From an optimization exercise on the open Yosys and OpenROAD flow, aimed at small area; shortcuts taken in it are not production practice.
Function was checked by simulation only, so behaviour that the tests miss may differ from the original.
Power and IR drop assume default switching activity.

## pwm_timing_param_calc
module pwm_timing_param_calc (
   input  logic         clock,
   input  logic         reset,
   input  logic         req_start,
   output logic         busy,
   input  logic [6:0]   req_percent,
   output logic         rsp_valid,
   output logic [2:0]   rsp_div_code,
   output logic [7:0]   rsp_prescale_code,
   output logic [15:0]  rsp_period_code,
   output logic [15:0]  rsp_duty_code,
   output logic         rsp_duty_zero,
   output logic [1:0]   rsp_status,
   input  logic         csr_valid,
   output logic         csr_ready,
   input  logic [0:0]   csr_index,
   input  logic [31:0]  csr_wdata
);
   localparam logic [31:0] CLK_HZ_RESET = 32'd200000000;
   localparam logic [31:0] PERIOD_RESET = 32'd50000;
   localparam logic [23:0] D_CYC  = 24'd3906250;    
   localparam logic [23:0] D_FULL = 24'd65535;
   localparam logic [23:0] D_PCT  = 24'd100;
   localparam logic [3:0] S_IDLE   = 4'd0;
   localparam logic [3:0] S_DONE   = 4'd1;
   localparam logic [3:0] S_MULC   = 4'd2;    
   localparam logic [3:0] S_MULP   = 4'd3;    
   localparam logic [3:0] S_DIVD1  = 4'd4;    
   localparam logic [3:0] S_DIVK   = 4'd5;    
   localparam logic [3:0] S_DIV100 = 4'd6;    
   localparam logic [3:0] S_DIVPRE = 4'd7;    
   localparam logic [3:0] S_FIT    = 4'd8;    
   localparam logic [3:0] S_CLRM   = 4'd9;    
   localparam logic [3:0] S_CLRP   = 4'd10;   
   localparam logic [3:0] S_LOAD   = 4'd11;   
   localparam logic [1:0] PH_0 = 2'd0;        
   localparam logic [1:0] PH_A = 2'd1;
   localparam logic [1:0] PH_B = 2'd2;
   localparam logic [1:0] PH_C = 2'd3;
   logic [31:0] clk_hz;
   logic [31:0] period;
   logic [63:0] w;
   logic [15:0] aux;
   logic [2:0]  c;
   logic [7:0]  code;
   logic        range_f;
   logic        bad_f;
   logic [3:0]  state;
   logic [1:0]  phase;
   logic [5:0]  cnt;
   logic [1:0]  phs;         
   logic        cy1, cy2;    
   logic        idle;
   logic        accept;
   logic        bad;
  ...
Size: ~1000 cells after synthesis, about 93 I/O pins, roughly 0.0092 sq mm of cells after synthesis.
clock: 8.0 ns
lec_check: 0
cap_margin: 0
core_margin: 2
core_utilization: 25
slew_margin: 0
standard.sh (not shown) runs the stock make flow with config.mk's settings and CLKGATE_MAP_FILE= SYNTH_SCRIPT=/design/flow/synth_recipe.tcl, a recipe that flattens the netlist after the stock synthesis.
==> flow/flow/run.sh <==
#!/bin/bash
# The standard layout, with the port buffers made from the smallest buffer
# cell and a clock tree of small clock buffers without dummy loads.
set -euo pipefail
export BUFFER_PORTS_ARGS="-buffer_cell sky130_fd_sc_hd__buf_1"
export CTS_ARGS="-sink_clustering_enable -repair_clock_nets -buf_list sky130_fd_sc_hd__clkbuf_8 -dont_use_dummy_load"
bash standard.sh "BUFFER_PORTS_ARGS=$BUFFER_PORTS_ARGS" "CTS_ARGS=$CTS_ARGS" finish > layout_make.log 2>&1
==> next run, changes <==
--- a/flow/flow/run.sh
+++ b/flow/flow/run.sh
@@ -6 +6 @@
-export CTS_ARGS="-sink_clustering_enable -repair_clock_nets -buf_list sky130_fd_sc_hd__clkbuf_8 -dont_use_dummy_load"
+export CTS_ARGS="-sink_clustering_enable -repair_clock_nets -buf_list sky130_fd_sc_hd__clkbuf_16 -dont_use_dummy_load -sink_clustering_size 40 -sink_clustering_max_diameter 120"
Settings changed: CORE_UTILIZATION 25 to 40.
=> The changed run completed with no timing, DRC or antenna violations. Total power rose by 8.6%. Critical path depth fell by 1. Hold slack improved by 0.0048 ns. Die area fell by 37%. Sequential share of layout area rose by 0.14 points. Worst setup slack got worse by 0.032 ns. Wire length fell by 5.9%. Non-clock buffer count does not change.
==> next run, changes <==
--- a/flow/flow/run.sh
+++ b/flow/flow/run.sh
@@ -6 +6 @@
-export CTS_ARGS="-sink_clustering_enable -repair_clock_nets -buf_list sky130_fd_sc_hd__clkbuf_16 -dont_use_dummy_load -sink_clustering_size 40 -sink_clustering_max_diameter 120"
+export CTS_ARGS="-sink_clustering_enable -repair_clock_nets -buf_list sky130_fd_sc_hd__clkbuf_8 -dont_use_dummy_load"
Outcome: The new run passed the timing, DRC and antenna checks. Global-route usage is about the same. Final cell count stays the same. Synthesized cell count is unchanged. Non-clock buffer count is unchanged. Clock power falls by a quarter to a third. Cell area shrinks slightly. Core utilization drops by 0.85 points.
==> next run, changes <==
Settings changed: CORE_UTILIZATION 40 to 55.
Outcome: Power hardly moves. Area after synthesis does not change. Synthesized cell count is unchanged. Hold slack gets worse by 0.0081 ns.

-- separate check: timing with driven ports --
Ports are ideal in the flow. The routed layouts listed here were re-timed in OpenROAD. Step 1 assumes that a clkbuf_16 drives the clock port and a buf_2 every other input. Step 2, shift: input delay + t, output delay - t, t = (earliest + latest rising clock arrival at the registers) / 2. This alone moves slack from input paths to output paths. Slacks: ideal / step 1 / step 2; pairs: ideal / step 1.
run	shift t [ns]	slack for setup (ns)	hold slack, ns	worst register clock-pin slew, ns
the first run	0.506	1.237 / 1.237 / 1.237	0.421 / 0.421 / 0.421	0.10 / 0.10
the second run	0.465	1.204 / 1.204 / 1.204	0.426 / 0.426 / 0.426	0.07 / 0.07
the third run	0.498	1.247 / 1.247 / 1.247	0.428 / 0.428 / 0.428	0.10 / 0.10
the fourth run	0.493	1.451 / 1.451 / 1.451	0.420 / 0.420 / 0.420	0.11 / 0.11
After both steps setup and hold are still met in every run listed.
